What follows belongs to an exercise in optimizing a design on an open flow for small area and a short achievable clock period; a production flow would make more cautious choices.
RTL that was checked went through simulation tests only; none was proved equivalent to the original.
Power and IR drop assume default switching activity.

Design fc_layer, start of the top module:
module fc_layer (
    input  logic        clk,
    input  logic        rstn,
    input  logic        r_valid,
    input  logic [31:0] in_data,
    output logic        t_valid,
    output logic [31:0] out_data
);
Size in the first run: about 1800 cells after synthesis, about 68 I/O pins, roughly 0.020 mm² of cells after synthesis.
==> flow/config.mk <==
export PLATFORM = sky130hd
export DESIGN_NAME = fc_layer
export DESIGN_NICKNAME = fc_layer
export VERILOG_FILES = /design/flow/design.v
export SDC_FILE = /design/flow/constraint.sdc
export NUM_CORES = 4
export LEC_CHECK = 0
export CAP_MARGIN = 20
export CORE_MARGIN = 2
export CORE_UTILIZATION = 65
export CTS_CLUSTER_DIAMETER = 100
export CTS_CLUSTER_SIZE = 20
export SLEW_MARGIN = 20
==> flow/constraint.sdc <==
create_clock -name core_clock -period 8.0 [get_ports {clk}]
set_input_delay 1.6000 -clock core_clock [delete_from_list [all_inputs] [get_ports {clk}]]
set_output_delay 1.6000 -clock core_clock [all_outputs]
set_load 0.01 [all_outputs]
standard.sh (not shown) runs the stock make flow with config.mk's settings and CLKGATE_MAP_FILE= SYNTH_SCRIPT=/design/flow/synth_recipe.tcl, a recipe that flattens the netlist after the stock synthesis.
==> flow/flow/run.sh <==
#!/bin/bash
# Standard layout, with strong buffers on the ports, sizing free to change a
# cell's footprint, and timing repair aiming 5.35 ns past the 8 ns clock. The
# make output goes to flow_make.log here; each ORFS step keeps its own log
# under orfs/logs.
set -euo pipefail
bash standard.sh \
    BUFFER_PORTS_ARGS="-buffer_cell sky130_fd_sc_hd__buf_4" \
    MATCH_CELL_FOOTPRINT=0 \
    SETUP_SLACK_MARGIN=5.35 \
    finish > flow_make.log 2>&1
The baseline produced a clean layout.
Rerun with:
--- a/flow/flow/run.sh
+++ b/flow/flow/run.sh
@@ -3 +3 @@
-# cell's footprint, and timing repair aiming 5.35 ns past the 8 ns clock. The
+# cell's footprint, and timing repair aiming 5.4 ns past the 8 ns clock. The
@@ -10 +10 @@
-    SETUP_SLACK_MARGIN=5.35 \
+    SETUP_SLACK_MARGIN=5.4 \
--- a/flow/config.mk
+++ b/flow/config.mk
@@ -10 +10 @@
-export CORE_UTILIZATION = 65
+export CORE_UTILIZATION = 62
=> Core utilization goes down by 2.9 points. Clock skew is about the same. Area after synthesis does not change. Final area grows by 1.6%.
Rerun with:
--- a/flow/config.mk
+++ b/flow/config.mk
@@ -10 +10 @@
-export CORE_UTILIZATION = 62
+export CORE_UTILIZATION = 68
Critical path depth is unchanged.
Synthesized area is unchanged.
Sequential power is about the same.
Design area came out lower by 0.54%.
Die area came out lower by 8.6%.
Non-clock buffer count came out higher by 3.
Rerun with:
--- a/flow/config.mk
+++ b/flow/config.mk
@@ -10 +10 @@
-export CORE_UTILIZATION = 68
+export CORE_UTILIZATION = 65
What happened: Utilization shrinks by 2.5 points; hold slack got worse by 0.0098 ns; cell area grows slightly; power is about the same; die area grows by a few percent; routed wire length shrinks slightly; final cell count is about the same; critical path depth does not change.
Rerun with:
--- a/flow/config.mk
+++ b/flow/config.mk
@@ -10 +10 @@
-export CORE_UTILIZATION = 65
+export CORE_UTILIZATION = 58
The new run finished with timing, DRC and antenna clean.
Die area rises by 12%.
Final cell count rises by 2.5%.
Final area stays flat.
Worst setup slack is worse by 0.0088 ns.
Area after synthesis is unchanged.
Combinational power falls by about 1%.
Routed wire length rises by 2.5%.
Register-to-register slack is better by 0.04 ns.
Clock skew falls by 0.0095 ns.
Global-route usage falls by 1.6 points.
Power falls by 0.54%.

---

fc_layer, a different RTL version from the one above (not shown whole).
Size in the first run: roughly 1900 cells after synthesis, ~360 flip-flops, ~68 I/O pins, ~0.021 sq mm of cells after synthesis.
Design fc_layer, start of the top module:
module fc_layer (
    input  logic        clk,
    input  logic        rstn,
    input  logic        r_valid,
    input  logic [31:0] in_data,
    output logic        t_valid,
    output logic [31:0] out_data
);
    logic [3:0] cnt;
    logic       w_first, w_second, w_weight, w_bias;
    assign w_first  = r_valid && (cnt == 4'd2 || cnt == 4'd4 || cnt == 4'd6 || cnt == 4'd8);
    assign w_second = r_valid && (cnt == 4'd3 || cnt == 4'd5 || cnt == 4'd7 || cnt == 4'd9);
    assign w_weight = w_first || w_second;
    assign w_bias   = r_valid && (cnt == 4'd10);
    logic       start0;   
    logic       fin0;     
    logic       sb0;      
    logic [1:0] nid0;     
    always_ff @(posedge clk or negedge rstn) begin
        if (!rstn) begin
            cnt    <= '0;
            start0 <= 1'b0;
            fin0   <= 1'b0;
            sb0    <= 1'b0;
            nid0   <= '0;
        end else begin
            if (r_valid) cnt <= (cnt == 4'd10) ? 4'd0 : cnt + 4'd1;
            start0 <= w_first;
            fin0   <= w_second && (cnt != 4'd9);
            sb0    <= w_bias;
            nid0   <= cnt[2:1] - 2'd1;
        end
    end
    logic [31:0] feat_p, feat_q;
    always_ff @(posedge clk) begin
        if (r_valid && (cnt == 4'd0 || cnt >= 4'd3))
            feat_p <= (cnt == 4'd0) ? in_data : (cnt == 4'd10) ? 32'h0100_0000 : feat_q;
        if (r_valid && (cnt == 4'd1 || (cnt >= 4'd3 && cnt <= 4'd9)))
            feat_q <= (cnt == 4'd1) ? in_data : feat_p;
    end
    logic [3:0] neg0, one0, two0, neg1, one1, two1, neg2, one2, two2, neg3, one3, two3;
    for (genvar k = 0; k < 4; k++) begin : g_enc
        logic [8:0] wx;
        logic [3:0] ng, on, tw;
        logic [3:0] ng_q, on_q, tw_q;
        assign wx = {in_data[8*k +: 8], 1'b0};
        for (genvar m = 0; m < 4; m++) begin : g_dig
            assign ng[m] = wx[2*m+2];
            assign on[m] = wx[2*m+1] ^ wx[2*m];
            assign tw[m] = (wx[2*m+2] & ~wx[2*m+1] & ~wx[2*m]) | (~wx[2*m+2] & wx[2*m+1] & wx[2*m]);
        end
        always_ff @(posedge clk) begin
            ng_q <= ng & {4{r_valid}};
            on_q <= on & {4{r_valid}};
            tw_q <= tw & {4{r_valid}};
        end
    end
    assign {neg0, one0, two0} = {g_enc[0].ng_q, g_enc[0].on_q, g_enc[0].tw_q};
  ...
Settings: LEC_CHECK=0, ABC_CLOCK_PERIOD_IN_PS=2500, CAP_MARGIN=20, CORE_MARGIN=2, CORE_UTILIZATION=40, SLEW_MARGIN=20; clock period 8.0 ns.
==> flow/flow/run.sh <==
#!/bin/bash
# Standard layout, with strong buffers on the ports, sizing free to change a
# cell's footprint, and timing repair aiming 5.4 ns past the 8 ns clock. The
# make output goes to flow_make.log here; each ORFS step keeps its own log
# under orfs/logs.
set -euo pipefail
bash standard.sh \
    BUFFER_PORTS_ARGS="-buffer_cell sky130_fd_sc_hd__buf_4" \
    MATCH_CELL_FOOTPRINT=0 \
    SETUP_SLACK_MARGIN=5.4 \
    finish > flow_make.log 2>&1
The baseline completed with no timing, DRC or antenna violations.
Rerun with:
- CTS_CLUSTER_DIAMETER: not set -> 100
- CTS_CLUSTER_SIZE: not set -> 30
Outcome:
- critical path depth climbs by 1
- sequential cell count does not change
- area after synthesis does not change
- core utilization drops by 1.4 points
- synthesized cell count does not change
- power drops by 7.9%
- global-route usage drops by 0.47 points
- design area drops by 2.9%
- worst setup slack is better by 93 ps
- die area stays the same
- combinational power climbs by about 2%
No run of this note included a check of the RTL's function; only the layout flow was run.

---

fc_layer, a different RTL version from the one above (not shown whole).
Size in the first run: about 1900 cells after synthesis, ~68 I/O pins, ~21000 µm² of cells after synthesis.
export LEC_CHECK = 0
export ABC_CLOCK_PERIOD_IN_PS = 1800
export CAP_MARGIN = 20
export CORE_MARGIN = 2
export CORE_UTILIZATION = 40
export CTS_CLUSTER_DIAMETER = 100
export CTS_CLUSTER_SIZE = 20
export SLEW_MARGIN = 20
create_clock -name core_clock -period 8.0 [get_ports {clk}]
Scripts as last shown in full above: flow/flow/run.sh
The baseline completed without violations.
==> next run, changes <==
Settings changed: ABC_CLOCK_PERIOD_IN_PS 1800 to 2500.
Result:
- core utilization is unchanged
- setup slack stays the same
- cell count stays the same
- critical path depth stays the same
- non-clock buffer count does not change
- power is unchanged
- wire length is unchanged
- synthesized area does not change
- sequential share of layout area is unchanged

---

== job 7153 ==
fc_layer, a different RTL version from the one above (not shown whole).
Size: roughly 1900 cells after synthesis, about 390 flip-flops, ~68 I/O pins, roughly 21000 um2 of cells after synthesis.
Settings: LEC_CHECK=0, CAP_MARGIN=20, CORE_MARGIN=2, CORE_UTILIZATION=65, CTS_CLUSTER_DIAMETER=80, CTS_CLUSTER_SIZE=25, SLEW_MARGIN=20; clock period 8.0 ns.
Scripts as last shown in full above: flow/flow/run.sh
#### Input delta (job 5982 over job 7153)
Settings: swapping 65 for 60 in CORE_UTILIZATION; swapping 80 for 100 in CTS_CLUSTER_DIAMETER; swapping 25 for 20 in CTS_CLUSTER_SIZE.
-- flow/flow/run.sh --
<<< job 7153, line 3
# cell's footprint, and timing repair aiming 5.4 ns past the 8 ns clock. The
>>> job 5982, line 3
# cell's footprint, and timing repair aiming 5.45 ns past the 8 ns clock. The
<<< job 7153, line 10
    SETUP_SLACK_MARGIN=5.4 \
>>> job 5982, line 10
    SETUP_SLACK_MARGIN=5.45 \
==> comparison <==
Job 5982 gives more clock network fraction of total power than job 7153 did.
For the number of gates on the worst path with buffers counted, job 5982 came in 10 lower than job 7153 did.
Number of non-filler instances in the completed layout, job 5982 vs job 7153: up by a few percent
Job 5982: placed wire-length estimate is 690 um higher than what job 7153 reported.
| hold slack | job 7153 vs job 5982 | ≈ equal |
Input-level comparison between job 2398 and job 5982:
Settings: CORE_UTILIZATION: 60 -> 40; ABC_CLOCK_PERIOD_IN_PS: unset -> 2500.
-- flow/flow/run.sh --
<<< job 5982, line 3
# cell's footprint, and timing repair aiming 5.45 ns past the 8 ns clock. The
>>> job 2398, line 3
# cell's footprint, and timing repair aiming 5.4 ns past the 8 ns clock. The
<<< job 5982, line 10
    SETUP_SLACK_MARGIN=5.45 \
>>> job 2398, line 10
    SETUP_SLACK_MARGIN=5.4 \
Findings:
- Against job 5982 as the reference, job 2398 delivers a higher relative area change from synthesis to final layout.
- Job 2398 vs job 5982: net count reported at finish down
- Re number of placement rows: job 2398 and job 5982 aren't equal, and the lower value belongs to job 5982.
- | die extent in y | job 2398 vs job 5982 | 22% higher |
The following lists how job 5700 was set up differently from job 2398:
Settings: changing CORE_UTILIZATION from 40 to 80; removing ABC_CLOCK_PERIOD_IN_PS (formerly 2500).
Between job 2398 and job 5700, number of antenna violations at the first check in global routing increased.
Per the comparison of job 5700 with job 2398, met3 demand-to-capacity share in global routing higher, total number of vias higher, leakage dissipation lower, design area lower.
| utilization | higher: job 5700 |
Between job 2398 and job 5700, the flow reports chip width decreasing by more than a quarter.
Job 2398 → job 5700: overall routed net length went up about 11%; number of diodes decreased 1; met1 global-route usage picked up an extra 24 points.

---

fc_layer again, from the RTL that the note above started with.
Settings: LEC_CHECK=0, CAP_MARGIN=20, CORE_MARGIN=2, CORE_UTILIZATION=65, CTS_CLUSTER_DIAMETER=100, CTS_CLUSTER_SIZE=20, SLEW_MARGIN=20; clock period 8.0 ns.
==> flow/flow/run.sh <==
#!/bin/bash
# Standard layout, with strong buffers on the ports, sizing free to change a
# cell's footprint, and timing repair aiming 5.4 ns past the 8 ns clock. The
# make output goes to flow_make.log here; each ORFS step keeps its own log
# under orfs/logs.
set -euo pipefail
bash standard.sh \
    BUFFER_PORTS_ARGS="-buffer_cell sky130_fd_sc_hd__buf_2" \
    MATCH_CELL_FOOTPRINT=0 \
    SETUP_SLACK_MARGIN=5.4 \
    finish > flow_make.log 2>&1
The baseline completed without violations.
Next try:
--- a/flow/flow/run.sh
+++ b/flow/flow/run.sh
@@ -7,3 +7,3 @@
 bash standard.sh \
-    BUFFER_PORTS_ARGS="-buffer_cell sky130_fd_sc_hd__buf_2" \
+    BUFFER_PORTS_ARGS="-buffer_cell sky130_fd_sc_hd__buf_4" \
     MATCH_CELL_FOOTPRINT=0 \
CTS_CLUSTER_DIAMETER = 60   (was 100)
CTS_CLUSTER_SIZE = 30   (was 20)
Effect:
- die area does not change
- cell count is about the same
- routed wire length decreases by 0.61%
- utilization is higher by 1.5 points
- worst hold slack is better by 0.0062 ns
- count of clock-buffer cells in the layout decreases by 11
Next try:
CORE_UTILIZATION = 55   (was 65)
CTS_CLUSTER_DIAMETER = 100   (was 60)
CTS_CLUSTER_SIZE = 20   (was 30)
Area after synthesis is unchanged.
Power falls by 5.9%.
Setup slack gets better by 0.012 ns.
Next try:
CORE_UTILIZATION = 65   (was 55)
GPL_ROUTABILITY_DRIVEN = 0   (was default)
Result: Final area came out lower slightly. Synthesized area does not change. Worst setup slack degrades by 0.017 ns. Clock power barely changes. Utilization came out higher by 11 points.

---

Another version of the RTL of fc_layer (not shown whole).
Size in the first run: about 1800 cells after synthesis, about 370 flip-flops, roughly 20000 sq um of cells after synthesis.
clock: 8.0 ns
lec_check: 0
cap_margin: 20
core_margin: 2
core_utilization: 62
cts_cluster_diameter: 100
cts_cluster_size: 20
slew_margin: 20
==> flow/flow/run.sh <==
#!/bin/bash
# Standard layout, with strong buffers on the ports, sizing free to change a
# cell's footprint, and timing repair aiming 5.4 ns past the 8 ns clock. The
# make output goes to flow_make.log here; each ORFS step keeps its own log
# under orfs/logs.
set -euo pipefail
bash standard.sh \
    BUFFER_PORTS_ARGS="-buffer_cell sky130_fd_sc_hd__buf_4" \
    MATCH_CELL_FOOTPRINT=0 \
    SETUP_SLACK_MARGIN=5.4 \
    finish > flow_make.log 2>&1
==> next run, changes <==
- CORE_UTILIZATION: 62 -> 65
Power goes up slightly. Final cell count barely changes. Worst setup slack got worse by 0.11 ns. Count of clock-buffer cells in the layout went down by 1. Register-to-register slack gets worse by 0.11 ns. Combinational power is higher slightly. Non-clock buffer count increases by 8.
Function was not checked in any run of this note: the RTL went through the layout flow alone.

---

## run 1
fc_layer, a different RTL version from the one above (not shown whole).
Size in the first run: roughly 350 flip-flops, about 68 I/O pins, roughly 21000 µm² of cells after synthesis.
Settings: LEC_CHECK=0, ABC_CLOCK_PERIOD_IN_PS=2500, CAP_MARGIN=20, CORE_MARGIN=2, CORE_UTILIZATION=40, SETUP_SLACK_MARGIN=5, SLEW_MARGIN=20; clock period 8.0 ns.
run.sh (not shown) runs the stock make flow with config.mk's settings and CLKGATE_MAP_FILE= SYNTH_SCRIPT=/design/flow/synth_recipe.tcl, a recipe that flattens the netlist after the stock synthesis.
Stock flow here: none of the scripts above is used.
[inputs] run 2 vs run 1
==> flow/flow/run.sh (new file) <==
#!/bin/bash
# Standard layout, with strong buffers on the ports and sizing free to change
# a cell's footprint. The make output goes to flow_make.log here; each ORFS
# step keeps its own log under orfs/logs.
set -euo pipefail
bash standard.sh \
    BUFFER_PORTS_ARGS="-buffer_cell sky130_fd_sc_hd__buf_4" \
    MATCH_CELL_FOOTPRINT=0 \
    finish > flow_make.log 2>&1
==> flow/standard.sh (new file) <==
#!/bin/bash
# synth_recipe.tcl (not shown) runs the flow's synth.tcl, then flattens the netlist and writes it again
# the make line also repeats each setting of config.mk as NAME=value (left out here)
make -C /OpenROAD-flow-scripts/flow DESIGN_CONFIG=/design/flow/config.mk WORK_HOME=/design/flow/orfs CLKGATE_MAP_FILE= SYNTH_SCRIPT=/design/flow/synth_recipe.tcl "${@:-finish}"
removed: flow/run.sh
### Flow results
The total power consumption of the routed design was comparable across run 2 and run 1. Diff run 1 -> run 2: largest fanout on the critical path was more or less identical, headroom to the max-slew limit now larger, number of nets in the finished design saw a decrease, cell area after synthesis was more or less identical, total global routing track utilization held steady.
Function was not checked in any run of this note: the RTL went through the layout flow alone.

---

Another version of the RTL of fc_layer (not shown whole).
Size in the first run: about 1900 cells after synthesis, roughly 380 flip-flops, about 20000 µm² of cells after synthesis.
// fc_layer
module fc_layer (
    input  logic        clk,
    input  logic        rstn,
    input  logic        r_valid,
    input  logic [31:0] in_data,
    output logic        t_valid,
    output logic [31:0] out_data
);
export LEC_CHECK = 0
export CAP_MARGIN = 20
export CORE_MARGIN = 2
export CORE_UTILIZATION = 58
export CTS_CLUSTER_DIAMETER = 100
export CTS_CLUSTER_SIZE = 20
export SLEW_MARGIN = 20
create_clock -name core_clock -period 8.0 [get_ports {clk}]
standard.sh (not shown) runs the stock make flow with config.mk's settings and CLKGATE_MAP_FILE= SYNTH_SCRIPT=/design/flow/synth_recipe.tcl, a recipe that flattens the netlist after the stock synthesis.
==> flow/flow/run.sh <==
#!/bin/bash
# Standard layout, with strong buffers on the ports, sizing free to change a
# cell's footprint, and timing repair aiming 5.4 ns past the 8 ns clock. The
# make output goes to flow_make.log here; each ORFS step keeps its own log
# under orfs/logs.
set -euo pipefail
bash standard.sh \
    BUFFER_PORTS_ARGS="-buffer_cell sky130_fd_sc_hd__buf_4" \
    MATCH_CELL_FOOTPRINT=0 \
    SETUP_SLACK_MARGIN=5.4 \
    finish > flow_make.log 2>&1
The starting point finished clean.
==> next run, changes <==
Settings changed: CORE_UTILIZATION 58 to 65.
Result: Synthesized cell count stays the same; count of clock-buffer cells in the layout shrinks by 1; core utilization goes up by 7.5 points; sequential power hardly moves; cell count decreases by 2.6%; setup slack is better by 0.0031 ns; worst hold slack hardly moves; register-to-register slack hardly moves; power rises by 0.60%; maximum frequency barely changes.
Function was not checked in any run of this note: the RTL went through the layout flow alone.

-- afterwards: timing with drivers on the ports --
In the flow no input, the clock included, has a driving cell. The finished layouts below were timed again as built, in two steps. Step 1 sets driving cells, clkbuf_16 on the clock port and buf_2 on the other inputs (assumed; they add their load-dependent delay and slew). Step 2 times the ports against the registers' clock, not the clock port: input delays grow and output delays shrink by t, the midpoint of the rising clock arrivals with the driver on. Three values: ideal, step 1, step 2; two values: the first two.
run	t (ns)	setup WS [ns]	latest minus earliest clock arrival (ns)
the first run of note 1	0.595	5.369 / 5.344 / 5.000	0.020 / 0.021
the second run of note 1	0.599	5.404 / 5.353 / 5.008	0.025 / 0.025
the third run of note 1	0.586	5.428 / 5.373 / 4.983	0.020 / 0.020
the fourth run of note 1	0.593	5.412 / 5.358 / 4.983	0.023 / 0.023
the fifth run of note 1	0.594	5.403 / 5.346 / 4.988	0.017 / 0.016
the first run of note 2	0.621	5.068 / 5.068 / 5.029	0.017 / 0.017
the second run of note 2	0.605	5.162 / 5.162 / 5.061	0.072 / 0.072
the first run of note 3	0.615	5.300 / 5.243 / 5.079	0.035 / 0.034
the second run of note 3	0.615	5.300 / 5.243 / 5.079	0.035 / 0.034
job 7153	0.585	5.392 / 5.378 / 4.917	0.024 / 0.025
job 5982	0.607	5.383 / 5.329 / 4.935	0.037 / 0.038
job 2398	0.631	5.369 / 5.312 / 4.886	0.043 / 0.043
job 5700	0.599	5.266 / 5.266 / 4.875	0.018 / 0.018
the first run of note 5	0.592	5.408 / 5.359 / 4.848	0.028 / 0.028
the second run of note 5	0.625	5.387 / 5.337 / 4.914	0.021 / 0.021
the third run of note 5	0.607	5.399 / 5.347 / 4.863	0.016 / 0.017
the fourth run of note 5	0.583	5.382 / 5.338 / 4.822	0.023 / 0.023
the first run of note 6	0.586	5.368 / 5.367 / 5.036	0.021 / 0.022
the second run of note 6	0.584	5.256 / 5.256 / 4.969	0.030 / 0.030
run 1	0.631	5.051 / 5.051 / 4.642	0.023 / 0.023
run 2	0.617	5.057 / 5.057 / 4.788	0.012 / 0.012
the first run of note 8	0.603	5.389 / 5.351 / 4.903	0.023 / 0.023
the second run of note 8	0.589	5.392 / 5.363 / 4.924	0.022 / 0.023
After both steps setup and hold are still met in every run listed.
